Source: an optimization exercise on an open RTL-to-GDS flow (aim: small area, a short achievable clock period and few clock cycles per item). Production flows keep margins and buffers that such runs may drop. Only simulation tests tie the RTL to the original design; equivalence was not proved.

<file path="config.mk">
export PLATFORM = sky130hd
export DESIGN_NAME = diff_drive_odometry_unit
export DESIGN_NICKNAME = diff_drive_odometry_unit
export VERILOG_FILES = /design/flow/design.v
export SDC_FILE = /design/flow/constraint.sdc
export NUM_CORES = 4
export LEC_CHECK = 0
export CAP_MARGIN = 20
export CORE_MARGIN = 2
export CORE_UTILIZATION = 65
export PLACE_DENSITY = 0.8
export SETUP_SLACK_MARGIN = 5
export SLEW_MARGIN = 20
</file>
<file path="constraint.sdc">
create_clock -name core_clock -period 11.0 [get_ports {clock}]
set_input_delay 2.2000 -clock core_clock [delete_from_list [all_inputs] [get_ports {clock}]]
set_output_delay 2.2000 -clock core_clock [all_outputs]
set_load 0.01 [all_outputs]
</file>
<file path="design.v">
`timescale 1ns / 1ps
package ddo_pkg;
   localparam int COUNT_BITS   = 24;
   localparam int SUM_BITS     = COUNT_BITS + 1;
   localparam int MPT_BITS     = 24;
   localparam int POS_BITS     = 32;
   localparam int HEADING_BITS = 7;
   localparam int CMD_BITS     = 2;
   localparam logic [MPT_BITS-1:0] MPT_RESET = MPT_BITS'(64281);
   localparam int DIST_BITS  = 39;    
   localparam int CHUNK_BITS = 8;     
   localparam int ACC_BITS   = 49;    
   localparam int MSUM_BITS  = ACC_BITS + 1;
   localparam int RX_BITS    = MSUM_BITS - CHUNK_BITS;    
   localparam logic ACTION_SAMPLE  = 1'b0;
   localparam logic ACTION_COMMAND = 1'b1;
   localparam logic [CMD_BITS-1:0] CMD_FORWARD = 2'd0;
   localparam logic [CMD_BITS-1:0] CMD_LEFT    = 2'd1;
   localparam logic [CMD_BITS-1:0] CMD_RIGHT   = 2'd2;
   localparam logic [CMD_BITS-1:0] CMD_STOP    = 2'd3;
   localparam logic [1:0] PEND_NONE = 2'd0;
   localparam logic [1:0] PEND_MOVE = 2'd1;
   localparam logic [1:0] PEND_TURN = 2'd2;
endpackage
`timescale 1ns / 1ps
import ddo_pkg::*;
module ddo_add #(parameter int N = 8) (
   input  logic [N-1:0] a,
   input  logic [N-1:0] b,
   input  logic         ci,
   output logic [N-1:0] s
);
   function automatic int top_pow2(input int n);    
      top_pow2 = 1;
      while (2 * top_pow2 < n) top_pow2 = 2 * top_pow2;
   endfunction
   localparam int TOPD = top_pow2(N);
   logic [N-1:0] g, p, t;
   always_comb begin
      t    = a ^ b;
      g    = a & b;
      p    = t;
      g[0] = g[0] | (p[0] & ci);
      for (int d = 1; d < N; d = d * 2)
         for (int i = 2 * d - 1; i < N; i += 2 * d) begin
            g[i] = g[i] | (p[i] & g[i - d]);
            p[i] = p[i] & p[i - d];
         end
      for (int d = TOPD; d >= 1; d = d / 2)
         for (int i = 3 * d - 1; i < N; i += 2 * d) begin
            g[i] = g[i] | (p[i] & g[i - d]);
            p[i] = p[i] & p[i - d];
         end
      s[0] = t[0] ^ ci;
      for (int i = 1; i < N; i++) s[i] = t[i] ^ g[i-1];
   end
endmodule
module diff_drive_odometry_unit (
   input  logic                                    clock,
   input  logic                                    reset,
   input  logic                                    req_valid,
   output logic                                    req_ready,
   input  logic                                    req_action,
   input  logic [ddo_pkg::COUNT_BITS-1:0]          req_left_count,
   input  logic [ddo_pkg::COUNT_BITS-1:0]          req_right_count,
   input  logic [ddo_pkg::CMD_BITS-1:0]            req_command,
   output logic                                    rsp_valid,
   input  logic                                    rsp_ready,
   output logic signed [ddo_pkg::POS_BITS-1:0]     rsp_pos_x,
   output logic signed [ddo_pkg::POS_BITS-1:0]     rsp_pos_y,
   output logic        [ddo_pkg::HEADING_BITS-1:0] rsp_heading,
   output logic                                    rsp_updated,
   input  logic                                    csr_valid,
   output logic                                    csr_ready,
   input  logic [ddo_pkg::MPT_BITS-1:0]            csr_metres_per_tick
);
   localparam int DL_LEN = 8;             
   localparam int ENT    = 3;             
   localparam logic [2:0] MU_IDLE = 3'd0;
   localparam logic [2:0] MU_A0   = 3'd1;    
   localparam logic [2:0] MU_A1   = 3'd2;    
   localparam logic [2:0] MU_A2   = 3'd3;    
   localparam logic [2:0] MU_X0   = 3'd4;    
   localparam logic [2:0] MU_X1   = 3'd5;    
   localparam logic [2:0] MU_Y0   = 3'd6;    
   localparam logic [2:0] MU_Y1   = 3'd7;    
   logic                      s0_v;
   logic                      s0_act;
   logic [CMD_BITS-1:0]       s0_cmd;
   logic [SUM_BITS-1:0]       s0_cur;
   logic [MPT_BITS-1:0]       mpt_ff;
   logic [CMD_BITS-1:0]       mode_ff;
   logic [1:0]                pend_ff;
   logic [SUM_BITS-1:0]       prev_ff;
   logic [HEADING_BITS-1:0]   arc_ff;
   logic [HEADING_BITS-1:0]   h_ff;
   logic [DL_LEN-1:0][ENT-1:0] dl_ff;
   logic [ENT-1:0]            skid_ff;
   logic [1:0][HEADING_BITS-1:0] hq_ff;
   logic                      hq_wp, hq_rp;
   logic [1:0]                hq_n;
   logic                      out_v_ff;
   logic [HEADING_BITS-1:0]   out_h_ff;
   logic                      out_u_ff;
   logic signed [POS_BITS-1:0] x_ff;
   logic signed [POS_BITS-1:0] y_ff;
   logic [2:0]                mu_ph;
   logic [DIST_BITS-1:0]      mc_ff;      
   logic [CHUNK_BITS-1:0]     ch_ff;      
   logic [ACC_BITS-1:0]       acc_ff;
   logic [6:0]                sv_ff;      
   logic                      dneg_ff;
   logic [HEADING_BITS-1:0]   mh_ff;
   logic                      res_v;
   logic [RX_BITS-1:0]        sx_ff;
   logic [RX_BITS-1:0]        sy_ff;
   logic                      sxn_ff, syn_ff;
   assign csr_ready   = 1'b1;
   assign rsp_valid   = out_v_ff;
   assign rsp_pos_x   = x_ff;
   assign rsp_pos_y   = y_ff;
   assign rsp_heading = out_h_ff;
   assign rsp_updated = out_u_ff;
   logic [ENT-1:0] last;
   logic           last_v, last_mv;
   logic           adv;         
   logic           s1_move;     
   logic           s1_turn;     
   logic           fire1;       
   logic           out_free;
   logic           mu_stall;
   logic           mu_free;     
   assign last     = dl_ff[DL_LEN-1];
   assign last_v   = last[2];
   assign last_mv  = last[1];
   assign adv      = !skid_ff[2] && !(last_v && last_mv && !res_v);
   assign s1_move  = (s0_act == ACTION_SAMPLE) && (mode_ff == CMD_STOP) && (pend_ff == PEND_MOVE);
   assign s1_turn  = (s0_act == ACTION_SAMPLE) && (mode_ff == CMD_STOP) && (pend_ff == PEND_TURN);
   assign mu_free  = (mu_ph == MU_IDLE) || (mu_ph == MU_Y1);
   assign fire1    = adv && s0_v && !(s1_move && !mu_free) && !(s1_turn && hq_n[1]);
   assign req_ready = !s0_v || fire1;
   assign out_free = !out_v_ff || rsp_ready;
   assign mu_stall = (mu_ph == MU_A2) && res_v;
   logic [SUM_BITS-1:0]     cur_in;
   logic [SUM_BITS-1:0]     d;
   logic [7:0]              arc_t;
   logic [HEADING_BITS-1:0] arc_r;
   ddo_add #(SUM_BITS) u_cur (.a({1'b0, req_left_count}), .b({1'b0, req_right_count}), .ci(1'b0),
                              .s(cur_in));
   ddo_add #(SUM_BITS) u_d (.a(s0_cur), .b(~prev_ff), .ci(1'b1), .s(d));
   always_comb begin
      arc_t = d[7:0] + {7'd0, d[SUM_BITS-1]};
      arc_r = arc_t[7:1];
   end
   logic                    ty_sel;
   logic [HEADING_BITS-1:0] t_idx;
   logic [5:0]              t_r, t_m;
   logic [15:0]             t_mag;
   always_comb begin
      ty_sel = (mu_ph == MU_X1) || (mu_ph == MU_Y0);
      t_idx  = ty_sel ? (mh_ff + 7'd32) : mh_ff;
      t_r    = {1'b0, t_idx[4:0]};
      t_m    = t_idx[5] ? (6'd32 - t_r) : t_r;
      case (t_m)
         6'd1:    t_mag = 16'd3216;
         6'd2:    t_mag = 16'd6424;
         6'd3:    t_mag = 16'd9616;
         6'd4:    t_mag = 16'd12785;
         6'd5:    t_mag = 16'd15924;
         6'd6:    t_mag = 16'd19024;
         6'd7:    t_mag = 16'd22078;
         6'd8:    t_mag = 16'd25080;
         6'd9:    t_mag = 16'd28020;
         6'd10:   t_mag = 16'd30893;
         6'd11:   t_mag = 16'd33692;
         6'd12:   t_mag = 16'd36410;
         6'd13:   t_mag = 16'd39040;
         6'd14:   t_mag = 16'd41576;
         6'd15:   t_mag = 16'd44011;
         6'd16:   t_mag = 16'd46341;
         6'd17:   t_mag = 16'd48559;
         6'd18:   t_mag = 16'd50660;
         6'd19:   t_mag = 16'd52639;
         6'd20:   t_mag = 16'd54491;
         6'd21:   t_mag = 16'd56212;
         6'd22:   t_mag = 16'd57798;
         6'd23:   t_mag = 16'd59244;
         6'd24:   t_mag = 16'd60547;
         6'd25:   t_mag = 16'd61705;
         6'd26:   t_mag = 16'd62714;
         6'd27:   t_mag = 16'd63572;
         6'd28:   t_mag = 16'd64277;
         6'd29:   t_mag = 16'd64827;
         6'd30:   t_mag = 16'd65221;
         6'd31:   t_mag = 16'd65457;
         default: t_mag = 16'd0;       
      endcase
   end
   logic [MSUM_BITS-1:0]  pr [CHUNK_BITS+1];
   logic [MSUM_BITS-1:0]  l1 [6];
   logic [MSUM_BITS-1:0]  l2 [4];
   logic [MSUM_BITS-1:0]  l3 [3];
   logic [MSUM_BITS-1:0]  l4 [2];
   logic [MSUM_BITS-1:0]  msum;
   logic [RX_BITS-1:0]    mshift;      
   logic [ACC_BITS-1:0]   mnext;       
   logic                  spx, spy;    
   logic                  negx, negy;  
   logic [POS_BITS-1:0]   xo, yo;      
   logic [ACC_BITS-1:0]   xinit, yinit;
   always_comb begin
      pr[0] = {acc_ff[ACC_BITS-1], acc_ff};
      for (int j = 0; j < CHUNK_BITS; j++)
         pr[j+1] = MSUM_BITS'(mc_ff & {DIST_BITS{ch_ff[j]}}) << j;
      for (int k = 0; k < 3; k++) begin
         l1[2*k]   = pr[3*k] ^ pr[3*k+1] ^ pr[3*k+2];
         l1[2*k+1] = ((pr[3*k] & pr[3*k+1]) | (pr[3*k] & pr[3*k+2]) | (pr[3*k+1] & pr[3*k+2])) << 1;
      end
      for (int k = 0; k < 2; k++) begin
         l2[2*k]   = l1[3*k] ^ l1[3*k+1] ^ l1[3*k+2];
         l2[2*k+1] = ((l1[3*k] & l1[3*k+1]) | (l1[3*k] & l1[3*k+2]) | (l1[3*k+1] & l1[3*k+2])) << 1;
      end
      l3[0] = l2[0] ^ l2[1] ^ l2[2];
      l3[1] = ((l2[0] & l2[1]) | (l2[0] & l2[2]) | (l2[1] & l2[2])) << 1;
      l3[2] = l2[3];
      l4[0] = l3[0] ^ l3[1] ^ l3[2];
      l4[1] = ((l3[0] & l3[1]) | (l3[0] & l3[2]) | (l3[1] & l3[2])) << 1;
      msum   = l4[0] + l4[1];
      mshift = msum[MSUM_BITS-1:CHUNK_BITS];
      mnext  = {{(ACC_BITS-RX_BITS){mshift[RX_BITS-1]}}, mshift};
      spx    = (mh_ff[5:0] == 6'd32);
      spy    = (mh_ff[5:0] == 6'd0);
      negx   = dneg_ff ^ mh_ff[6];
      negy   = dneg_ff ^ mh_ff[6] ^ mh_ff[5];
      xo     = x_ff ^ {POS_BITS{negx}};
      yo     = y_ff ^ {POS_BITS{negy}};
      xinit  = spx ? {{(ACC_BITS-POS_BITS-8){xo[POS_BITS-1]}}, xo, 8'h00}
                   : {xo[POS_BITS-1], xo, 16'h8000};
      yinit  = spy ? {{(ACC_BITS-POS_BITS-8){yo[POS_BITS-1]}}, yo, 8'h00}
                   : {yo[POS_BITS-1], yo, 16'h8000};
   end
   function automatic logic signed [POS_BITS-1:0] sat_pos(input logic [RX_BITS-1:0] r,
                                                          input logic neg);
      logic [RX_BITS-1:0] v;
      v = r ^ {RX_BITS{neg}};
      if (v[RX_BITS-1:POS_BITS-1] == '0 || v[RX_BITS-1:POS_BITS-1] == '1)
         sat_pos = v[POS_BITS-1:0];
      else
         sat_pos = v[RX_BITS-1] ? {1'b1, {(POS_BITS-1){1'b0}}} : {1'b0, {(POS_BITS-1){1'b1}}};
   endfunction
   logic [ENT-1:0] s1_ent;
   logic [ENT-1:0] take;        
   logic           take_v, take_mv, take_tn;
   logic           mu_launch;
   logic [HEADING_BITS-1:0] h_turn;
   always_comb begin
      h_turn  = h_ff + arc_ff;
      s1_ent  = {fire1, s1_move, s1_turn};
      take    = skid_ff[2] ? skid_ff : last;
      take_v  = skid_ff[2] || (adv && last_v);
      take_mv = take_v && take[1] && out_free;
      take_tn = take_v && take[0] && out_free;
   end
   always_ff @(posedge clock) begin
      if (reset) begin
         s0_v     <= 1'b0;
         mpt_ff   <= MPT_RESET;
         mode_ff  <= CMD_STOP;
         pend_ff  <= PEND_NONE;
         prev_ff  <= '0;
         arc_ff   <= '0;
         h_ff     <= '0;
         dl_ff    <= '0;
         skid_ff  <= '0;
         hq_wp    <= 1'b0;
         hq_rp    <= 1'b0;
         hq_n     <= 2'd0;
         out_v_ff <= 1'b0;
         out_h_ff <= '0;
         x_ff     <= '0;
         y_ff     <= '0;
         mu_ph    <= MU_IDLE;
         res_v    <= 1'b0;
      end else begin
         if (csr_valid) mpt_ff <= csr_metres_per_tick;
         if (req_ready) begin
            s0_v <= req_valid;
            if (req_valid) begin
               s0_act <= req_action;
               s0_cmd <= req_command;
               s0_cur <= cur_in;
            end
         end
         if (adv) begin
            if (fire1) begin
               if (s0_act == ACTION_COMMAND) begin
                  mode_ff <= s0_cmd;
               end else begin
                  unique case (mode_ff)
                     CMD_RIGHT: begin
                        arc_ff  <= arc_r;
                        pend_ff <= PEND_TURN;
                     end
                     CMD_LEFT: begin
                        arc_ff  <= 7'd0 - arc_r;
                        pend_ff <= PEND_TURN;
                     end
                     CMD_FORWARD: begin
                        pend_ff <= PEND_MOVE;
                     end
                     default: begin
                        if (pend_ff != PEND_NONE) begin
                           pend_ff <= PEND_NONE;
                           prev_ff <= s0_cur;
                        end
                        if (pend_ff == PEND_TURN) begin
                           h_ff <= h_turn;
                        end
                     end
                  endcase
               end
            end
            dl_ff <= {dl_ff[DL_LEN-2:0], s1_ent};
         end
         if (fire1 && s1_turn) begin
            hq_ff[hq_wp] <= h_turn;
            hq_wp        <= !hq_wp;
         end
         if (take_tn) hq_rp <= !hq_rp;
         hq_n <= hq_n + {1'b0, (fire1 && s1_turn)} - {1'b0, take_tn};
         if (out_free) begin
            out_v_ff <= take_v;
            if (take_v) begin
               out_u_ff <= take[1] || take[0];
               if (take[0]) out_h_ff <= hq_ff[hq_rp];
               if (take[1]) begin
                  x_ff <= sat_pos(sx_ff, sxn_ff);
                  y_ff <= sat_pos(sy_ff, syn_ff);
               end
            end
            skid_ff <= '0;
         end else if (adv && last_v) begin
            skid_ff <= last;
         end
         unique case (mu_ph)
            MU_IDLE: if (mu_launch) mu_ph <= MU_A0;
            MU_A2:   if (!mu_stall) mu_ph <= MU_X0;
            MU_Y1:   mu_ph <= mu_launch ? MU_A0 : MU_IDLE;
            default: mu_ph <= mu_ph + 3'd1;
         endcase
         if (mu_ph == MU_Y1) res_v <= 1'b1;
         else if (take_mv)   res_v <= 1'b0;
      end
   end
   assign mu_launch = fire1 && s1_move;
   always_ff @(posedge clock) begin
      if (mu_launch) begin
         mc_ff   <= DIST_BITS'(d ^ {SUM_BITS{d[SUM_BITS-1]}});
         acc_ff  <= d[SUM_BITS-1] ? ACC_BITS'(mpt_ff) : '0;
         ch_ff   <= mpt_ff[7:0];
         dneg_ff <= d[SUM_BITS-1];
         mh_ff   <= h_ff;
      end
      unique case (mu_ph)
         MU_A0: begin
            acc_ff <= mnext;
            ch_ff  <= mpt_ff[15:8];
         end
         MU_A1: begin
            acc_ff <= mnext;
            sv_ff  <= msum[7:1];
            ch_ff  <= mpt_ff[23:16];
         end
         MU_A2: begin
            if (!mu_stall) begin
               mc_ff  <= {msum[31:0], sv_ff};
               acc_ff <= xinit;
               ch_ff  <= t_mag[7:0];
            end
         end
         MU_X0: begin
            acc_ff <= mnext;
            ch_ff  <= spx ? 8'd1 : t_mag[15:8];
         end
         MU_X1: begin
            sx_ff  <= spx ? msum[RX_BITS-1:0] : mshift;
            sxn_ff <= negx;
            acc_ff <= yinit;
            ch_ff  <= t_mag[7:0];
         end
         MU_Y0: begin
            acc_ff <= mnext;
            ch_ff  <= spy ? 8'd1 : t_mag[15:8];
         end
         MU_Y1: begin
            sy_ff  <= spy ? msum[RX_BITS-1:0] : mshift;
            syn_ff <= negy;
         end
         default: ;
      endcase
   end
endmodule
</file>
<file path="run.sh">
#!/bin/bash
# synth_recipe.tcl (not shown) runs the flow's synth.tcl, then flattens the netlist and writes it again
# the make line also repeats each setting of config.mk as NAME=value (left out here)
make -C /OpenROAD-flow-scripts/flow DESIGN_CONFIG=/design/flow/config.mk WORK_HOME=/design/flow/orfs CLKGATE_MAP_FILE= SYNTH_SCRIPT=/design/flow/synth_recipe.tcl finish
</file>
==> run_results.csv, run 1 <==
group,metric,value,unit
synthesis,synth_edf_count,144,
synthesis,synth.most_common_cell,"nand2_1",
grt,busiest_layer,"met2",
setup_path,required,11.31,ns
cts,clk_path_buf_depth,3,
route,drt_wl_total,99900,um
timing,max_slew.worst_pin.slew,1.21,ns
layout,seq_area,9750,um2
cts,path_clk_slew,0.06,ns
synthesis,synth_cell_types,82,
synthesis,postSynthNetCount,4230,
min_path,holdPathEnd,"mc_ff[1]",
synthesis,syn_area,33200,um2
floorplan,start_util,66.0,%
synthesis,synth-main-ff-cell,"dfxtp_1",
route,wl_per_cell,22.4,um
timing,fin_setup_tns,0,ns
layout,drive_gt1_share,5.00,%
layout,area_growth,10.9,%
synthesis,synth_async_sr_flop_share,0,%
timing,grt_setup_unrepaired,"no",
grt,grt_pass1_vias,28000,
synthesis,yosysTopAreaCell,"fa_1",
cts,cts-htree-levels,2,
setup_path,r2r_setup_slack,5.14,ns
synthesis,synth_area_leaders,"fa_1 18%, dfxtp_1 16%, edfxtp_1 13%",
synthesis,ys_seq_area_share,29.4,%
status,outcome,"timing/DRC/antenna clean",
setup_path,worstSetupStartpointType,"flop",
route,drc,0,
timing,slew_violations,0,
floorplan,die_w,230,um
floorplan,die-height,230,um
setup_path,crit_fanout,40,
min_path,hold_class,"flop to flop",
synthesis,yosys_warnings,7,
cts,root_buffer,"clkbuf_16",
timing,timing.hold.ws,0.433,ns
min_path,min_delay_path_depth,2,
cts,ctsHoldBuffers,0,
setup_path,critPathArrivalTime,6.16,ns
min_path,hold_start,"sv_ff[1]",
cts,cts_inserted_buffers,46,
synthesis,synthTopCellsByCount,"523 x nand2_1, 330 x inv_1, 313 x and2_1",
grt,overflow,0,
cts,clock-sinks,415,
grt,grt_pass1_wl,156000,um
route,vias,27500,
timing,hold_viol_final,0,
grt,antenna_found_initial,1,
layout,fill_cells,3767,
synthesis,syn_inst,3712,
cts,post_cts_buffers,0,
route,final_antenna_net_count,0,
grt,use_met2,60.0,%
run,max_cap_violations,0,
placement,gp_congestion,0.992,
floorplan,coreArea,50300,um2
grt,grt_max_degree,92,
synthesis,synth_top_area_share,17.7,%
layout,layout.nets,4264,
cts,worstSkewPairLatency,0.60,ns
layout,antenna_cells,0,
floorplan,ios,155,
setup_path,rr_endpoint,"sy_ff[37]",
timing,slew_headroom,18.8,%
setup_path,crit_type,"flop to flop",
synthesis,synth_area_per_cell,8.94,um2
synthesis,ys_seq_elements,415,
route,vias_per_cell,6.18,
timing,layout_min_cycle_time,5.86,ns
timing,final-setup-viol-count,0,
route,drt_first_pass_iters,7,
route,drt_iter0_drc,2963,
cts,cts_tree,"built",
setup_path,r2r_cells,18,
placement,portBuffers,153,
timing,fmax,171,MHz
grt,gr-usage-all-layers,37.8,%
floorplan,die_area,52900,um2
layout,multiInputGateArea,21500,um2
floorplan,num_rows,82,
setup_path,reg2reg_from,"ch_ff[5]",
setup_path,crit_path_end_kind,"flop",
timing,finalCritPeriodShare,53.2,%
grt,grtUsageMet3,7.03,%
timing,skew,0.0212,ns
placement,dp_hpwl,73600,um
grt,grt_use_met1,47.9,%
-- worst max-delay path by stage --
stage,start,to,slack (ns),cells after the start
finish,ch_ff[5],sy_ff[37],5.14,18
global route,ch_ff[5],acc_ff[24],4.94,18
CTS,ch_ff[5],sy_ff[32],5.05,18
detailed placement,ch_ff[7],acc_ff[24],5.04,17
global placement,ch_ff[7],acc_ff[24],4.53,17
floorplan,ch_ff[6],sx_ff[34],5.80,20
-- cell usage in the layout, fill, tap and decap left out, types with 9 or more instances in the layout --
master and instances:
ha_1 143, a22oi_1 19, nand4_1 19, clkbuf_16 46, fa_1 294, edfxtp_1 144, or3_1 9, nand2b_1 15
o21bai_1 12, o22ai_1 35, and2_1 312, dfxtp_1 270, o21ai_1 18, nor2b_1 19, nor2_1 157, a21oi_1 297
o21ai_0 192, a222oi_1 12, buf_4 46, and3_1 9, a221o_1 12, o211ai_1 23, clkdlybuf4s50_1 152, a211oi_1 24
mux2i_1 109, inv_1 330, a21o_1 46, a31oi_1 11, nor3_1 23, nand3_1 39, a211o_1 9, xnor2_1 145
xor2_1 104, nand2_1 522
-- cells by family (layout without fill, tap and decap cells) --
family	Yosys count	count (layout)	synth area share [%]
AOI/OAI and AO/OA	776	776	14.2
and+or+nand+nor	1159	1159	16.5
buffers and inverters	552	623	6.41
DFF	415	415	29.4
other	1	1	0.0113
xor gates and xnor gates	262	262	7.02
muxes	109	109	3.29
adders and majority gates	438	438	23.2
-- per-layer routing --
metal	vias up	part of all wire, %
met5	-	0
met4	0	7.4
met3	331	9.8
met2	1566	46
met1	13300	37
li1	12300	-
-- metrics by stage --
step	instance area, um2	util (%)	setup slack [ns]	std cells
after floorplan	33200	-	5.80	3712
after global placement	35100	69.9	4.53	4369
after detailed placement	35200	69.9	5.04	4369
after CTS	36700	73.0	5.05	4454
after global routing	36800	73.2	4.94	4455
final	36800	73.2	5.14	4455
-- final cells by class --
class                   instances  area share, %
inverters                     337           3.44
well taps                     672           2.28
clock buffers                  57           3.35
clock inverters                28          0.887
flip-flops and latches        415           26.5
multi-input cells            2745           58.4
repair buffers                201           5.17
-- sequential cells by signal (all words and copies together) (netlist names), 25 cells and up, named ones only --
signal / cells
acc_ff: 49
sx_ff: 42
sy_ff: 42
mc_ff: 39
x_ff: 32
y_ff: 32
prev_ff: 25
s0_cur: 25
-- repair_timing --
action	in CTS	in global routing
resized for setup	1	11
endpoints found under the hold margin	0	0
endpoints found under the setup margin	2	47
-- critical path, stage by stage (launching register included) --
cell,delay [ns]
dfxtp_1,0.34
buf_6,0.34
and2_1,0.21
fa_1,0.44
fa_1,0.54
inv_1,0.06
fa_1,0.53
inv_1,0.05
fa_1,0.44
ha_1,0.44
nand4_1,0.15
or3_1,0.40
o21a_4,0.23
a21oi_4,0.18
o31ai_2,0.13
o31ai_2,0.32
a41oi_2,0.27
xor2_1,0.38
o21ai_1,0.10
Testbench counts, summed over its fixed seeds: cycles 16,732, items 16,013.
==> run 2: changes to the inputs <==
--- a/config.mk
+++ b/config.mk
@@ -8,6 +8,5 @@
 export CAP_MARGIN = 20
 export CORE_MARGIN = 2
-export CORE_UTILIZATION = 65
-export PLACE_DENSITY = 0.8
-export SETUP_SLACK_MARGIN = 5
+export CORE_UTILIZATION = 40
+export PLACE_DENSITY = 0.6
 export SLEW_MARGIN = 20
==> run_results.csv, run 2 <==
group,metric,value,unit
status,outcome,"timing/DRC/antenna clean",
synthesis,synth_async_sr_flop_share,0,%
layout,layout_common_cells,"522 x nand2_1, 330 x inv_1, 313 x and2_1, 297 x a21oi_1, 294 x fa_1",
layout,area_growth,12.9,%
setup_path,r2r_cells,18,
run,max_cap_violations,0,
synthesis,synth_area_leaders,"fa_1 18%, dfxtp_1 16%, edfxtp_1 13%",
grt,grt_max_degree,86,
timing,grt_setup_unrepaired,"no",
cts,ctsHoldBuffers,0,
placement,gp_congestion,0.917,
synthesis,synth.most_common_cell,"nand2_1",
setup_path,worstSetupStartpointType,"flop",
cts,clk_path_buf_depth,3,
cts,cts_inserted_buffers,48,
grt,gr-usage-all-layers,24.4,%
floorplan,num_rows,105,
synthesis,synthTopCellsByCount,"523 x nand2_1, 330 x inv_1, 313 x and2_1",
setup_path,r2r_setup_slack,4.95,ns
route,vias,26700,
synthesis,yosys_warnings,7,
placement,dp_hpwl,75700,um
floorplan,coreArea,82100,um2
route,drc,0,
min_path,holdPathEnd,"dl_ff[11]",
cts,post_cts_buffers,0,
layout,seq_area,9750,um2
cts,clock-sinks,415,
timing,hold_viol_final,0,
synthesis,ys_seq_elements,415,
synthesis,ys_seq_area_share,29.4,%
setup_path,crit_path_end_kind,"flop",
layout,layout.nets,4271,
timing,final-setup-viol-count,0,
grt,grt_pass1_wl,162000,um
route,vias_per_cell,5.50,
layout,multiInputGateArea,21400,um2
timing,fmax,165,MHz
floorplan,die_w,292,um
setup_path,critPathArrivalTime,6.35,ns
cts,ctsResizeCount,0,
floorplan,die-height,292,um
route,drt_first_pass_iters,5,
layout,design_area,37500,um2
cts,cts_tree,"built",
grt,grt_pass1_vias,26400,
timing,slew_headroom,17.0,%
grt,antenna_found_initial,2,
layout,regMostFlops,"acc_ff",
layout,drive_gt1_share,5.25,%
synthesis,syn_area,33200,um2
timing,max_slew.worst_pin.slew,1.24,ns
synthesis,synth_edf_count,144,
cts,path_clk_slew,0.06,ns
layout,largest_reg_flops,49,
synthesis,yosysTopAreaCell,"fa_1",
setup_path,crit_type,"flop to flop",
synthesis,synth_top_area_share,17.7,%
setup_path,reg2reg_from,"ch_ff[6]",
min_path,min_delay_path_depth,2,
route,wl_per_cell,21.4,um
timing,slew_violations,0,
synthesis,postSynthNetCount,4230,
synthesis,synth_area_per_cell,8.94,um2
min_path,hold_class,"flop to flop",
setup_path,rr_endpoint,"sy_ff[33]",
placement,place_area,35700,um2
floorplan,die_area,85300,um2
synthesis,synth_cell_types,82,
layout,fill_cells,7843,
timing,finalCritPeriodShare,55.0,%
route,drt_wl_total,104000,um
timing,fin_setup_tns,0,ns
timing,layout_min_cycle_time,6.05,ns
synthesis,syn_inst,3712,
route,drt_iter0_drc,2444,
synthesis,synth-main-ff-cell,"dfxtp_1",
cts,cts-htree-levels,2,
grt,overflow,0,
placement,portBuffers,153,
route,final_antenna_net_count,0,
setup_path,crit_fanout,40,
cts,root_buffer,"clkbuf_16",
floorplan,start_util,40.4,%
floorplan,ios,155,
setup_path,required,11.30,ns
cts,worstSkewPairLatency,0.61,ns
layout,reg_top3,"acc_ff: 49 flops, sx_ff: 42 flops, sy_ff: 42 flops",
min_path,hold_start,"dl_ff[8]",
timing,skew,0.0398,ns
layout,mostFrequentLayoutCell,"nand2_1",
==> run 2: worst max-delay path by stage <==
stage | to | from | slack (ns) | cells after the start
detailed placement | sy_ff[25] | ch_ff[1] | 5.03 | 17
global placement | sx_ff[40] | ch_ff[6] | 5.03 | 18
CTS | sx_ff[40] | ch_ff[5] | 4.94 | 18
global route | sx_ff[38] | ch_ff[1] | 4.62 | 18
floorplan | sx_ff[34] | ch_ff[6] | 5.80 | 20
finish | sy_ff[33] | ch_ff[6] | 4.95 | 18
==> run 2: metal layers <==
| layer | up-vias | global-route usage, % | share of wire [%] |
|---|---|---|---|
| li1 | 12400 | - | - |
| met5 | - | 0 | 0 |
| met3 | 174 | 4.13 | 8.0 |
| met4 | 0 | 7.90 | 3.3 |
| met1 | 13100 | 35.4 | 46 |
| met2 | 1033 | 37.0 | 43 |
==> run 2: logic make-up (layout without fill, tap and decap cells) <==
family          count (synthesis)  after routing  synth area share, %
compound gates                776            776                 14.2
flops                         415            415                 29.4
fa+ha+maj                     438            438                 23.2
simple gates                 1159           1159                 16.5
mux                           109            109                 3.29
other cells                     1              2               0.0113
buf+inv                       552            632                 6.41
xor+xnor                      262            262                 7.02
==> run 2: per-stage QoR <==
step | setup WS, ns | util (%) | hold slack, ns | instances
after detailed placement | 5.03 | 43.5 | 0.441 | 4773
after global placement | 5.03 | 43.5 | 0.428 | 4773
after floorplan | 5.80 | - | 0.418 | 3712
final | 4.95 | 45.6 | 0.451 | 4863
after global routing | 4.62 | 45.6 | 0.466 | 4862
after CTS | 4.94 | 45.6 | 0.452 | 4862
==> run 2: critical path: stages (launching register included) <==
cell and delay, ns:
dfxtp_1 0.30, buf_4 0.38, and2_1 0.23, fa_1 0.44
fa_1 0.52, inv_1 0.06, fa_1 0.54, inv_1 0.05
fa_1 0.44, ha_1 0.41, a21oi_1 0.30, o211ai_1 0.17
o21ai_2 0.16, a21oi_4 0.11, o31ai_2 0.45, nor2b_1 0.33
o21bai_1 0.13, xnor2_1 0.54, mux2i_1 0.17
==> run 2: cell type report <==
class                   count  area share [%]
diodes                      1         0.00668
clock buffers              61            3.67
clock inverters            28           0.972
inverters                 337            3.38
multi-input cells        2745            57.2
flip-flops and latches    415            26.0
well taps                1070            3.57
repair buffers            206            5.15
==> run 3: changes to the inputs <==
--- a/design.v
+++ b/design.v
@@ -207,6 +207,9 @@
    logic                  spx, spy;    
    logic                  negx, negy;  
-   logic [POS_BITS-1:0]   xo, yo;      
-   logic [ACC_BITS-1:0]   xinit, yinit;
+   logic                  y_sel;       
+   logic                  sp, neg;     
+   logic [POS_BITS-1:0]   po;          
+   logic [ACC_BITS-1:0]   pinit;       
+   logic [RX_BITS-1:0]    rx;          
    always_comb begin
       pr[0] = {acc_ff[ACC_BITS-1], acc_ff};
@@ -233,10 +236,11 @@
       negx   = dneg_ff ^ mh_ff[6];
       negy   = dneg_ff ^ mh_ff[6] ^ mh_ff[5];
-      xo     = x_ff ^ {POS_BITS{negx}};
-      yo     = y_ff ^ {POS_BITS{negy}};
-      xinit  = spx ? {{(ACC_BITS-POS_BITS-8){xo[POS_BITS-1]}}, xo, 8'h00}
-                   : {xo[POS_BITS-1], xo, 16'h8000};
-      yinit  = spy ? {{(ACC_BITS-POS_BITS-8){yo[POS_BITS-1]}}, yo, 8'h00}
-                   : {yo[POS_BITS-1], yo, 16'h8000};
+      y_sel  = (mu_ph == MU_X1) || (mu_ph == MU_Y0) || (mu_ph == MU_Y1);
+      sp     = y_sel ? spy : spx;
+      neg    = y_sel ? negy : negx;
+      po     = (y_sel ? y_ff : x_ff) ^ {POS_BITS{neg}};
+      pinit  = sp ? {{(ACC_BITS-POS_BITS-8){po[POS_BITS-1]}}, po, 8'h00}
+                  : {po[POS_BITS-1], po, 16'h8000};
+      rx     = ((mu_ph == MU_X1) ? spx : spy) ? msum[RX_BITS-1:0] : mshift;
    end
    function automatic logic signed [POS_BITS-1:0] sat_pos(input logic [RX_BITS-1:0] r,
@@ -375,5 +379,5 @@
             if (!mu_stall) begin
                mc_ff  <= {msum[31:0], sv_ff};
-               acc_ff <= xinit;
+               acc_ff <= pinit;
                ch_ff  <= t_mag[7:0];
             end
@@ -384,7 +388,7 @@
          end
          MU_X1: begin
-            sx_ff  <= spx ? msum[RX_BITS-1:0] : mshift;
+            sx_ff  <= rx;
             sxn_ff <= negx;
-            acc_ff <= yinit;
+            acc_ff <= pinit;
             ch_ff  <= t_mag[7:0];
          end
@@ -394,5 +398,5 @@
          end
          MU_Y1: begin
-            sy_ff  <= spy ? msum[RX_BITS-1:0] : mshift;
+            sy_ff  <= rx;
             syn_ff <= negy;
          end
==> run_results.csv, run 3 <==
group,metric,value,unit
route,vias_per_cell,5.31,
timing,slew_headroom,31.0,%
timing,final-setup-viol-count,0,
synthesis,synth_edf_count,144,
floorplan,die_w,288,um
floorplan,coreArea,80200,um2
cts,ctsHoldBuffers,0,
floorplan,die_area,82900,um2
synthesis,synth_async_sr_flop_share,0,%
synthesis,yosys_warnings,7,
synthesis,synth-main-ff-cell,"dfxtp_1",
layout,fill_cells,7837,
setup_path,crit_path_end_kind,"flop",
route,drc,0,
status,outcome,"timing/DRC/antenna clean",
setup_path,crit_fanout,21,
cts,clock-sinks,415,
floorplan,ios,155,
synthesis,postSynthNetCount,4045,
grt,grt_pass1_wl,144000,um
cts,cts-htree-levels,2,
synthesis,yosysTopAreaCell,"fa_1",
layout,area_growth,12.6,%
layout,final_util,45.3,%
timing,fmax,148,MHz
synthesis,synth.most_common_cell,"nand2_1",
cts,post_cts_buffers,0,
timing,skew,0.0314,ns
setup_path,crit_type,"flop to flop",
route,drt_first_pass_iters,8,
synthesis,synth_cell_types,77,
placement,gp_congestion,0.929,
layout,design_area,36300,um2
layout,drive_gt1_share,5.07,%
layout,layout_common_cells,"514 x nand2_1, 332 x inv_1, 315 x and2_1, 294 x fa_1, 271 x dfxtp_1",
layout,reg_top3,"acc_ff: 49 flops, sx_ff: 42 flops, sy_ff: 42 flops",
grt,grt_pass1_vias,24400,
placement,portBuffers,153,
layout,regMostFlops,"acc_ff",
timing,grt_setup_unrepaired,"no",
synthesis,ys_seq_area_share,30.2,%
timing,slew_violations,0,
timing,max_slew.worst_pin.slew,1.03,ns
setup_path,critPathArrivalTime,7.07,ns
timing,layout_min_cycle_time,6.76,ns
floorplan,num_rows,104,
placement,place_area,34700,um2
placement,dp_hpwl,69100,um
layout,mostFrequentLayoutCell,"nand2_1",
route,final_antenna_net_count,0,
cts,cts_inserted_buffers,48,
cts,cts_tree,"built",
run,max_cap_violations,0,
route,drt_wl_total,91600,um
route,wl_per_cell,19.6,um
timing,timing.hold.ws,0.449,ns
grt,grt_max_degree,105,
floorplan,start_util,40.2,%
timing,hold_viol_final,0,
grt,gr-usage-all-layers,22.3,%
cts,clk_path_buf_depth,3,
synthesis,syn_inst,3527,
route,vias,24800,
grt,overflow,0,
layout,largest_reg_flops,49,
min_path,hold_class,"flop to flop",
timing,finalCritPeriodShare,61.5,%
cts,worstSkewPairLatency,0.60,ns
synthesis,ys_seq_elements,415,
layout,antenna_cells,0,
floorplan,die-height,288,um
layout,layout.nets,4091,
timing,fin_setup_tns,0,ns
cts,path_clk_slew,0.06,ns
setup_path,required,11.31,ns
cts,ctsResizeCount,0,
cts,root_buffer,"clkbuf_16",
synthesis,synth_top_area_share,18.2,%
synthesis,synth_area_leaders,"fa_1 18%, dfxtp_1 17%, edfxtp_1 13%",
synthesis,synth_area_per_cell,9.14,um2
synthesis,synthTopCellsByCount,"514 x nand2_1, 332 x inv_1, 315 x and2_1",
setup_path,worstSetupStartpointType,"flop",
route,drt_iter0_drc,1773,
grt,antenna_found_initial,1,
synthesis,syn_area,32300,um2
run 3: area by class of cell:
| cell class | instances | area, um2 | area share, % |
|---|---|---|---|
| Timing Repair Buffer | 196 | 1850 | 5.09 |
| Tap cell | 1060 | 1330 | 3.65 |
| Inverter | 335 | 1260 | 3.46 |
| Sequential cell | 415 | 9750 | 26.8 |
| Multi-Input combinational cell | 2577 | 20500 | 56.5 |
| Clock inverter | 25 | 245 | 0.675 |
| Clock buffer | 64 | 1360 | 3.75 |
run 3: critical path: stages (launching register included):
cell	delay [ns]
dfxtp_1	0.75
buf_4	0.36
and2_1	0.20
fa_1	0.42
fa_1	0.51
inv_1	0.05
fa_1	0.52
inv_1	0.05
fa_1	0.45
ha_1	0.51
nand4_1	0.19
nor3_1	0.37
nand4_1	0.21
a2111oi_0	0.86
nor4_1	0.19
o31ai_1	0.35
a21o_1	0.17
xnor2_1	0.16
o21ai_1	0.16
run 3: worst paths after layout:
path / cells after the start / to / slack, ns / start
worst max-delay path: 18 / sx_ff[39] / 4.24 / ch_ff[7]
worst min-delay path: 2 / mc_ff[4] / 0.45 / sv_ff[4]
worst max register to register: 18 / sx_ff[39] / 4.24 / ch_ff[7]
worst min register to register: 2 / mc_ff[4] / 0.45 / sv_ff[4]
run 3: metrics by stage:
stage          instances  setup WS (ns)
4_1_cts             4672           4.34
3_5_place_dp        4583           4.36
5_1_grt             4672           3.88
3_3_place_gp        4583           4.46
2_1_floorplan       3527           5.47
6_report            4672           4.24
run 3: layer usage:
layer,GRT usage (%),part of all wire (%),routed length (um),up-vias
met5,0,0,0,-
met4,4.79,2.0,1880,0
met3,4.18,7.3,6700,112
met2,34.9,44,40500,808
met1,32.1,46,42600,12100
li1,-,-,-,11800
run 3: cells by family (layout without fill, tap and decap cells):
logic type                 count (synthesis)  in the layout  synth area share [%]
xor gates and xnor gates                 225            225                  6.22
DFF                                      415            415                  30.2
buffers and inverters                    535            620                  6.37
other                                      1              1                0.0116
adders and majority gates                438            438                  23.8
and+or+nand+nor                         1133           1133                  16.8
AOI/OAI and AO/OA                        686            686                  13.5
muxes                                     94             94                  3.07
Testbench counts of run 3, summed over its fixed seeds: cycles 16,732, items 16,013.
==> run 4: changes to the inputs <==
--- a/config.mk
+++ b/config.mk
@@ -6,7 +6,9 @@
 export NUM_CORES = 4
 export LEC_CHECK = 0
-export CAP_MARGIN = 20
+export CAP_MARGIN = 10
 export CORE_MARGIN = 2
-export CORE_UTILIZATION = 40
-export PLACE_DENSITY = 0.6
-export SLEW_MARGIN = 20
+export CORE_UTILIZATION = 65
+export CTS_BUF_LIST = sky130_fd_sc_hd__clkbuf_8
+export PLACE_DENSITY = 0.8
+export SETUP_SLACK_MARGIN = 5
+export SLEW_MARGIN = 10
==> run_results.csv, run 4 <==
group,metric,value,unit
run,max_cap_violations,0,
layout,largest_reg_flops,49,
layout,mostFrequentLayoutCell,"nand2_1",
floorplan,num_rows,81,
layout,fill_cells,3605,
timing,max_slew.worst_pin.slew,1.20,ns
layout,regMostFlops,"acc_ff",
timing,finalCritPeriodShare,53.7,%
min_path,min_delay_path_depth,2,
grt,overflow,0,
synthesis,synth_area_leaders,"fa_1 18%, dfxtp_1 17%, edfxtp_1 13%",
timing,skew,0.0416,ns
synthesis,synth_area_per_cell,9.14,um2
cts,worstSkewPairLatency,0.69,ns
layout,design_area,35900,um2
floorplan,ios,155,
layout,reg_top3,"acc_ff: 49 flops, sx_ff: 42 flops, sy_ff: 42 flops",
min_path,hold_class,"flop to flop",
setup_path,rr_endpoint,"sy_ff[37]",
floorplan,coreArea,49000,um2
grt,grt_pass1_wl,145000,um
setup_path,worstSetupStartpointType,"flop",
layout,drive_gt1_share,6.42,%
route,vias,25900,
layout,layout_common_cells,"513 x nand2_1, 351 x inv_1, 315 x and2_1, 293 x fa_1, 264 x dfxtp_1",
grt,antenna_found_initial,2,
cts,root_buffer,"clkbuf_8",
timing,fmax,169,MHz
timing,grt_setup_unrepaired,"yes",
timing,slew_headroom,19.8,%
floorplan,die_area,51400,um2
timing,timing.hold.ws,0.452,ns
min_path,hold_start,"dl_ff[10]",
timing,hold_viol_final,0,
setup_path,crit_path_end_kind,"flop",
timing,layout_min_cycle_time,5.90,ns
timing,fin_setup_tns,0,ns
cts,path_clk_slew,0.07,ns
placement,place_area,34200,um2
floorplan,die-height,227,um
route,drt_iter0_drc,2049,
synthesis,yosysTopAreaCell,"fa_1",
synthesis,synth-main-ff-cell,"dfxtp_1",
cts,cts-htree-levels,3,
status,outcome,"timing/DRC/antenna clean",
cts,cts_tree,"built",
grt,gr-usage-all-layers,36.8,%
placement,portBuffers,153,
synthesis,synth.most_common_cell,"nand2_1",
synthesis,synthTopCellsByCount,"514 x nand2_1, 332 x inv_1, 315 x and2_1",
placement,dp_hpwl,69800,um
synthesis,ys_seq_area_share,30.2,%
route,drt_wl_total,93100,um
route,vias_per_cell,5.99,
setup_path,crit_fanout,22,
cts,clock-sinks,415,
floorplan,die_w,227,um
route,drt_first_pass_iters,8,
cts,clk_path_buf_depth,3,
grt,grt_pass1_vias,26100,
route,wl_per_cell,21.5,um
grt,grt_max_degree,88,
cts,cts_inserted_buffers,71,
layout,layout.nets,4125,
synthesis,synth_top_area_share,18.2,%
synthesis,syn_area,32300,um2
min_path,holdPathEnd,"dl_ff[13]",
synthesis,synth_cell_types,77,
synthesis,syn_inst,3527,
setup_path,crit_type,"flop to flop",
synthesis,ys_seq_elements,415,
synthesis,yosys_warnings,7,
layout,area_growth,11.4,%
layout,antenna_cells,0,
floorplan,start_util,65.9,%
route,drc,0,
setup_path,r2r_setup_slack,5.10,ns
synthesis,synth_async_sr_flop_share,0,%
setup_path,r2r_cells,18,
synthesis,postSynthNetCount,4045,
setup_path,critPathArrivalTime,6.32,ns
timing,slew_violations,0,
timing,final-setup-viol-count,0,
synthesis,synth_edf_count,144,
setup_path,required,11.41,ns
placement,gp_congestion,0.948,
setup_path,reg2reg_from,"ch_ff[6]",
route,final_antenna_net_count,0,
==> run 4: cell counts after synthesis <==
Identical to the previous run, type by type.
==> run 4: repair_timing <==
item	in CTS	in global routing
setup buffers	6	6
hold buffers	0	0
gates resized for setup	24	24
endpoints found under the setup margin	111	87
pin swaps	6	9
==> run 4: metal layers <==
metal / routed length [um] / track usage, %
met5: 0 / 0
met4: 4080 / 15.1
met3: 8500 / 8.70
met2: 43500 / 60.6
met1: 37000 / 46.6
==> run 4: kinds of logic after synthesis <==
kind of cell	synth area share, %
simple gates	16.8
compound gates	13.5
buf+inv	6.37
fa+ha+maj	23.8
flops	30.2
xor+xnor	6.22
mux	3.07
other cells	0.0116
==> run 4: worst max-delay path by stage <==
stage	startpoint	end	cells after the start
2_1_floorplan	ch_ff[5]	sx_ff[38]	19
3_3_place_gp	ch_ff[7]	sx_ff[25]	18
3_5_place_dp	ch_ff[7]	sx_ff[19]	18
4_1_cts	ch_ff[6]	sy_ff[37]	18
5_1_grt	ch_ff[6]	sx_ff[41]	18
6_report	ch_ff[6]	sy_ff[37]	18
==> run 4: worst max-delay path, cell delays in order, from the launching register on <==
cell,delay (ns)
dfxtp_4,0.47
buf_6,0.22
and2_1,0.17
fa_1,0.44
fa_1,0.52
inv_1,0.06
fa_1,0.53
inv_1,0.05
fa_1,0.45
ha_1,0.40
a21oi_1,0.24
o21ai_1,0.22
a2111oi_4,0.47
a211oi_1,0.15
nor3_2,0.38
o21bai_1,0.15
xnor2_1,0.42
nor2_1,0.10
a21o_1,0.21
==> run 4: per-stage QoR <==
| stage | utilization, % | worst slack, ns | instances |
|---|---|---|---|
| after floorplan | - | 5.47 | 3527 |
| after global placement | 69.9 | 4.49 | 4186 |
| after detailed placement | 69.9 | 4.44 | 4186 |
| after CTS | 73.1 | 5.00 | 4320 |
| after global routing | 73.4 | 4.95 | 4326 |
| final | 73.4 | 5.10 | 4326 |
==> run 4: layout make-up <==
| cell class | count | area, um2 | share of cell area, % |
|---|---|---|---|
| clock inverters | 48 | 312 | 0.867 |
| clock buffers | 80 | 1100 | 3.07 |
| inverters | 335 | 1260 | 3.50 |
| multi-input cells | 2577 | 20700 | 57.6 |
| flip-flops and latches | 415 | 9780 | 27.2 |
| well taps | 664 | 831 | 2.31 |
| repair buffers | 207 | 1970 | 5.48 |
==> run 5: changes to the inputs <==
--- a/design.v
+++ b/design.v
@@ -10,5 +10,5 @@
    localparam int DIST_BITS  = 39;    
    localparam int CHUNK_BITS = 8;     
-   localparam int ACC_BITS   = 49;    
+   localparam int ACC_BITS   = 48;    
    localparam int MSUM_BITS  = ACC_BITS + 1;
    localparam int RX_BITS    = MSUM_BITS - CHUNK_BITS;    
@@ -241,5 +241,5 @@
       po     = (y_sel ? y_ff : x_ff) ^ {POS_BITS{neg}};
       pinit  = sp ? {{(ACC_BITS-POS_BITS-8){po[POS_BITS-1]}}, po, 8'h00}
-                  : {po[POS_BITS-1], po, 16'h8000};
+                  : {po, 16'h8000};
       rx     = ((mu_ph == MU_X1) ? spx : spy) ? msum[RX_BITS-1:0] : mshift;
    end
@@ -289,10 +289,8 @@
          if (csr_valid) mpt_ff <= csr_metres_per_tick;
          if (req_ready) begin
-            s0_v <= req_valid;
-            if (req_valid) begin
-               s0_act <= req_action;
-               s0_cmd <= req_command;
-               s0_cur <= cur_in;
-            end
+            s0_v   <= req_valid;
+            s0_act <= req_action;
+            s0_cmd <= req_command;
+            s0_cur <= cur_in;
          end
          if (adv) begin
==> run_results.csv, run 5 <==
group,metric,value,unit
grt,antenna_found_initial,0,
synthesis,ys_seq_area_share,30.1,%
layout,final_util,72.9,%
grt,overflow,0,
setup_path,reg2reg_from,"ch_ff[6]",
cts,root_buffer,"clkbuf_8",
setup_path,crit_fanout,40,
synthesis,yosysTopAreaCell,"fa_1",
layout,drive_gt1_share,5.61,%
min_path,hold_start,"dl_ff[4]",
synthesis,ys_seq_elements,412,
setup_path,cp.depth,16,
grt,grt_pass1_wl,140000,um
timing,slew_violations,0,
synthesis,syn_area,32100,um2
setup_path,cpPeakStageDelay,0.61,ns
layout,reg_top3,"acc_ff: 48 flops, sx_ff: 41 flops, sy_ff: 41 flops",
timing,fin_setup_tns,0,ns
placement,dp_hpwl,66800,um
floorplan,die_area,51200,um2
route,drt_wl_total,89100,um
layout,layout.nets,3974,
layout,largest_reg_flops,48,
timing,hold_viol_final,0,
synthesis,synth_area_leaders,"fa_1 18%, dfxtp_1 17%, edfxtp_1 13%",
cts,worstSkewPairLatency,0.68,ns
synthesis,synth_top_family_by_area,"adder cells",
synthesis,syn_inst,3374,
route,drc,0,
synthesis,synth_cell_types,89,
route,wl_per_cell,21.3,um
grt,grt_pass1_vias,25800,
min_path,holdPathEnd,"dl_ff[7]",
floorplan,num_rows,81,
setup_path,cp_top_family,"adder cells",
min_path,hold_class,"flop to flop",
setup_path,path_common_cell,"fa_1",
grt,grt_max_degree,94,
timing,fmax,171,MHz
synthesis,synth_top_area_share,18.3,%
cts,path_clk_slew,0.06,ns
placement,portBuffers,153,
floorplan,die_w,226,um
cts,clk_path_buf_depth,3,
timing,finalCritPeriodShare,53.2,%
setup_path,r2r_cells,16,
layout,regMostFlops,"acc_ff",
synthesis,postSynthNetCount,3893,
setup_path,path_cells,"buf_6, and2_1, fa_1, fa_1, inv_1, fa_1, inv_1, fa_1, ha_1, nand4_1, nor3_1, o2111a_1, o21ai_0, and2_1, xnor2_1, o21ai_0",
timing,layout_min_cycle_time,5.86,ns
setup_path,critPathArrivalTime,6.19,ns
setup_path,crit_path_end_kind,"flop",
route,vias_per_cell,6.07,
route,final_antenna_net_count,0,
cts,clock-sinks,412,
timing,slew_headroom,20.4,%
timing,max_slew.worst_pin.slew,1.19,ns
layout,mostFrequentLayoutCell,"inv_1",
synthesis,synthTopCellsByCount,"337 x inv_1, 317 x and2_1, 294 x fa_1",
timing,grt_setup_unrepaired,"no",
route,vias,25400,
setup_path,r2r_setup_slack,5.14,ns
setup_path,cpMaxStageDelayCell,"xnor2_1",
run,max_cap_violations,0,
timing,skew,0.0326,ns
cts,cts_tree,"built",
layout,layout_common_cells,"354 x inv_1, 317 x and2_1, 294 x fa_1, 268 x dfxtp_1, 237 x nor2_1",
synthesis,synth_async_sr_flop_share,0,%
grt,gr-usage-all-layers,35.3,%
synthesis,synth_simple_gate_area_share,15.6,%
setup_path,worstSetupStartpointType,"flop",
synthesis,synth_mux_area_share,4.10,%
synthesis,yosys_warnings,7,
cts,cts-htree-levels,3,
setup_path,crit_type,"flop to flop",
floorplan,start_util,65.7,%
synthesis,yosys.area_share.adder,24.0,%
layout,antenna_cells,0,
synthesis,synth-main-ff-cell,"dfxtp_1",
placement,gp_congestion,0.992,
floorplan,ios,155,
status,outcome,"timing/DRC/antenna clean",
route,drt_iter0_drc,2585,
synthesis,synth_xor_area_share,7.09,%
timing,final-setup-viol-count,0,
synthesis,synth_edf_count,142,
min_path,min_delay_path_depth,2,
floorplan,die-height,226,um
synthesis,synth_area_per_cell,9.51,um2
route,drt_first_pass_iters,8,
timing,timing.hold.ws,0.445,ns
floorplan,coreArea,48800,um2
setup_path,required,11.33,ns
synthesis,synth_compound_area_share,12.8,%
cts,cts_inserted_buffers,70,
synthesis,synth.most_common_cell,"inv_1",
layout,area_growth,11.0,%
setup_path,rr_endpoint,"sy_ff[23]",
setup_path,critPathBufInv,3,
## run 5: cells by family (layout without fill, tap and decap cells)
| family | count (synthesis) | after routing |
|---|---|---|
| compound gates | 644 | 644 |
| flops | 412 | 412 |
| xor+xnor | 219 | 219 |
| other cells | 1 | 1 |
| buf+inv | 515 | 654 |
| simple gates | 1015 | 1015 |
| fa+ha+maj | 439 | 439 |
| mux | 129 | 129 |
## run 5: metrics by stage
step           area [um2]  cells  setup slack, ns
6_report            35600   4177             5.14
4_1_cts             35500   4176             5.01
3_3_place_gp        34100   4046             4.67
2_1_floorplan       32100   3374             5.85
3_5_place_dp        34100   4046             4.51
5_1_grt             35600   4177             4.94
## run 5: worst min-delay path: stages (launching register included)
cell	delay [ns]
dfxtp_1	0.30
nand2_1	0.05
a21oi_1	0.05
## run 5: what timing repair did
item / in CTS / in global routing
gates resized for setup: 2 / 18
endpoints found under the setup margin: 96 / 47
hold endpoints to repair: 0 / 0
gates cloned: 0 / 0
pin swaps: 0 / 0
setup buffers: 0 / 1
hold buffers: 0 / 0
## run 5: final cells by class
cell class | count | area (um2)
Multi-Input combinational cell | 2447 | 20600
Fill cell | 3652 | 13200
Sequential cell | 412 | 9670
Timing Repair Buffer | 186 | 1780
Inverter | 338 | 1270
Clock buffer | 78 | 1070
Tap cell | 664 | 831
Clock inverter | 52 | 370
## run 5: worst max-delay path by stage
stage	end	startpoint	slack, ns
CTS	sy_ff[36]	ch_ff[4]	5.01
global route	sx_ff[19]	ch_ff[4]	4.94
detailed placement	sy_ff[36]	ch_ff[0]	4.51
floorplan	sx_ff[26]	ch_ff[4]	5.85
finish	sy_ff[23]	ch_ff[6]	5.14
global placement	sx_ff[36]	ch_ff[0]	4.67
## run 5: layer usage
layer  GRT usage, %  vias up  routed length (um)
li1               -    11500                   -
met1           44.3    12400               34600
met2           58.4     1183               42600
met3           5.48      287                6320
met4           19.6        0                5630
met5              0        -                   0
Testbench counts of run 5, summed over its fixed seeds: cycles 16,732, items 16,013.
==> run 6: changes to the inputs <==
--- a/config.mk
+++ b/config.mk
@@ -8,7 +8,7 @@
 export CAP_MARGIN = 10
 export CORE_MARGIN = 2
-export CORE_UTILIZATION = 65
+export CORE_UTILIZATION = 75
 export CTS_BUF_LIST = sky130_fd_sc_hd__clkbuf_8
-export PLACE_DENSITY = 0.8
+export PLACE_DENSITY = 0.85
 export SETUP_SLACK_MARGIN = 5
 export SLEW_MARGIN = 10
==> run_results.csv, run 6 <==
group,metric,value,unit
status,outcome,"timing/DRC/antenna clean",
floorplan,ios,155,
layout,regMostFlops,"acc_ff",
synthesis,postSynthNetCount,3893,
cts,cts-htree-levels,3,
cts,worstSkewPairLatency,0.66,ns
cts,path_clk_slew,0.06,ns
cts,cts_inserted_buffers,69,
floorplan,die_area,44400,um2
timing,max_slew.worst_pin.slew,1.22,ns
placement,dp_hpwl,65800,um
timing,fmax,170,MHz
timing,hold_viol_final,0,
synthesis,synth_cell_types,89,
timing,finalCritPeriodShare,53.4,%
synthesis,synth-main-ff-cell,"dfxtp_1",
floorplan,die_w,211,um
synthesis,synth_area_leaders,"fa_1 18%, dfxtp_1 17%, edfxtp_1 13%",
timing,slew_headroom,18.2,%
cts,clk_path_buf_depth,3,
route,drt_iter0_drc,2894,
synthesis,synth_async_sr_flop_share,0,%
timing,final-setup-viol-count,0,
route,drt_first_pass_iters,7,
layout,antenna_cells,0,
cts,root_buffer,"clkbuf_8",
synthesis,synth_area_per_cell,9.51,um2
route,drc,0,
floorplan,coreArea,42000,um2
route,vias_per_cell,6.41,
setup_path,crit_path_end_kind,"flop",
synthesis,syn_area,32100,um2
setup_path,worstSetupStartpointType,"flop",
cts,ctsHoldBuffers,0,
synthesis,ys_seq_area_share,30.1,%
timing,slew_violations,0,
layout,final_util,84.2,%
synthesis,yosysTopAreaCell,"fa_1",
setup_path,path_cells,"buf_4, and2_1, fa_1, inv_1, fa_1, fa_1, fa_1, inv_1, ha_1, a211oi_1, o21ai_1, o2111ai_1, a21oi_1, xnor2_1, mux2i_1",
synthesis,synth_edf_count,142,
grt,overflow,0,
floorplan,die-height,211,um
route,vias,26000,
floorplan,start_util,76.3,%
timing,grt_setup_unrepaired,"no",
synthesis,yosys_warnings,7,
layout,layout_common_cells,"361 x inv_1, 317 x and2_1, 294 x fa_1, 267 x dfxtp_1, 237 x nor2_1",
layout,multiInputGateArea,20600,um2
grt,gr-usage-all-layers,41.2,%
grt,grt_pass1_wl,142000,um
grt,grt_pass1_vias,26600,
setup_path,crit_type,"flop to flop",
setup_path,cpMaxStageDelayCell,"xnor2_1",
layout,largest_reg_flops,48,
layout,layout.nets,3977,
synthesis,synth_top_area_share,18.3,%
layout,reg_top3,"acc_ff: 48 flops, sx_ff: 41 flops, sy_ff: 41 flops",
grt,grt_max_degree,73,
setup_path,critPathBufInv,3,
layout,area_growth,10.3,%
route,final_antenna_net_count,0,
cts,cts_tree,"built",
setup_path,required,11.31,ns
synthesis,ys_seq_elements,412,
cts,clock-sinks,412,
synthesis,syn_inst,3374,
floorplan,num_rows,75,
layout,seq_area,9680,um2
layout,fill_cells,2399,
setup_path,cpPeakStageDelay,0.98,ns
setup_path,critPathArrivalTime,6.18,ns
route,drt_wl_total,89500,um
route,wl_per_cell,22.1,um
timing,fin_setup_tns,0,ns
setup_path,cp_top_family,"adder cells",
min_path,hold_class,"flop to flop",
synthesis,synthTopCellsByCount,"337 x inv_1, 317 x and2_1, 294 x fa_1",
placement,gp_congestion,0.999,
setup_path,crit_fanout,40,
grt,antenna_found_initial,2,
timing,layout_min_cycle_time,5.87,ns
timing,skew,0.0312,ns
layout,drive_gt1_share,5.61,%
layout,mostFrequentLayoutCell,"inv_1",
synthesis,synth.most_common_cell,"inv_1",
placement,portBuffers,153,
setup_path,path_common_cell,"fa_1",
run,max_cap_violations,0,
==> run 6: through the flow <==
step / area [um2] / hold slack, ns / cells / worst slack [ns]
2_1_floorplan: 32100 / 0.418 / 3374 / 5.85
4_1_cts: 35300 / 0.450 / 4049 / 5.01
5_1_grt: 35400 / 0.471 / 4052 / 4.99
6_report: 35400 / 0.448 / 4052 / 5.13
3_5_place_dp: 33900 / 0.444 / 3923 / 4.58
3_3_place_gp: 33900 / 0.422 / 3923 / 4.66
==> run 6: cells by family (layout without fill, tap and decap cells) <==
family                   after synthesis  count (layout)  share of synthesized area (%)
flip-flops                           412             412                           30.1
buffers and inverters                515             654                           6.23
multiplexers                         129             129                           4.09
AND/OR/NAND/NOR                     1015            1015                           15.6
AO/OA/AOI/OAI                        644             644                           12.8
adder cells (fa/ha/maj)              439             439                           24.0
XOR/XNOR                             219             219                           7.09
other                                  1               1                         0.0117
==> run 6: worst paths after layout <==
path / cells past startpoint / slack, ns / from / endpoint
setup / recovery: 15 / 5.13 / ch_ff[4] / sy_ff[19]
hold / removal: 2 / 0.45 / dl_ff[10] / dl_ff[13]
setup reg to reg: 15 / 5.13 / ch_ff[4] / sy_ff[19]
hold reg to reg: 2 / 0.45 / dl_ff[10] / dl_ff[13]
==> run 6: worst min-delay path: stages, from the launching register on <==
cell	delay, ns
dfxtp_1	0.31
nand2_1	0.05
a21oi_1	0.05
==> run 6: metal layers <==
metal	share of wire, %	global-route usage (%)	wire [um]
met5	0.031	0	28
met1	36	51.0	32200
met3	8.8	7.34	7910
met4	7.6	25.4	6790
met2	48	67.5	42600
==> run 6: area by class of cell <==
| cell class | count | share of cell area [%] |
|---|---|---|
| clock buffers | 81 | 3.15 |
| well taps | 539 | 1.90 |
| clock inverters | 45 | 0.728 |
| inverters | 338 | 3.58 |
| repair buffers | 190 | 5.12 |
| multi-input cells | 2447 | 58.2 |
| flip-flops and latches | 412 | 27.3 |
==> run 6: repair_timing <==
action                                 4_1_cts  5_1_grt
setup endpoints to repair                   99       82
resized for setup                            3       17
endpoints found under the hold margin        0        0
setup buffers                                0        3

-- separate check: timing with driven ports --
Ports are ideal in the flow. The routed layouts listed here were re-timed in OpenROAD.
Step 1 (the two cells are an assumption about what drives the block):
set clk [get_ports {clock}]
set_driving_cell -lib_cell sky130_fd_sc_hd__clkbuf_16 $clk
set_driving_cell -lib_cell sky130_fd_sc_hd__buf_2 [delete_from_list [all_inputs] $clk]
Step 2, shift: input delay + t, output delay - t, t = (earliest + latest rising clock arrival at the registers) / 2. This alone moves slack from input paths to output paths.
Three values: no drivers, after step 1, after step 2; two values: the first two.
run | t, ns | setup slack, ns | worst setup path after step 2 | clock arrival spread, ns
run 1 | 0.647 | 5.143 / 5.143 / 5.143 | register to register | 0.021 / 0.021
run 2 | 0.652 | 4.950 / 4.950 / 4.950 | register to register | 0.040 / 0.040
run 3 | 0.641 | 4.236 / 4.236 / 4.236 | register to register | 0.037 / 0.037
run 4 | 0.724 | 5.095 / 5.095 / 5.027 | input to register | 0.045 / 0.045
run 5 | 0.716 | 5.143 / 5.143 / 5.143 | register to register | 0.032 / 0.033
run 6 | 0.697 | 5.126 / 5.126 / 5.126 | register to register | 0.031 / 0.031
After both steps every run listed still meets setup and hold. The setup slack of run 4, which loses most, moves by 0.000 ns with the drivers and by -0.068 ns with both steps.
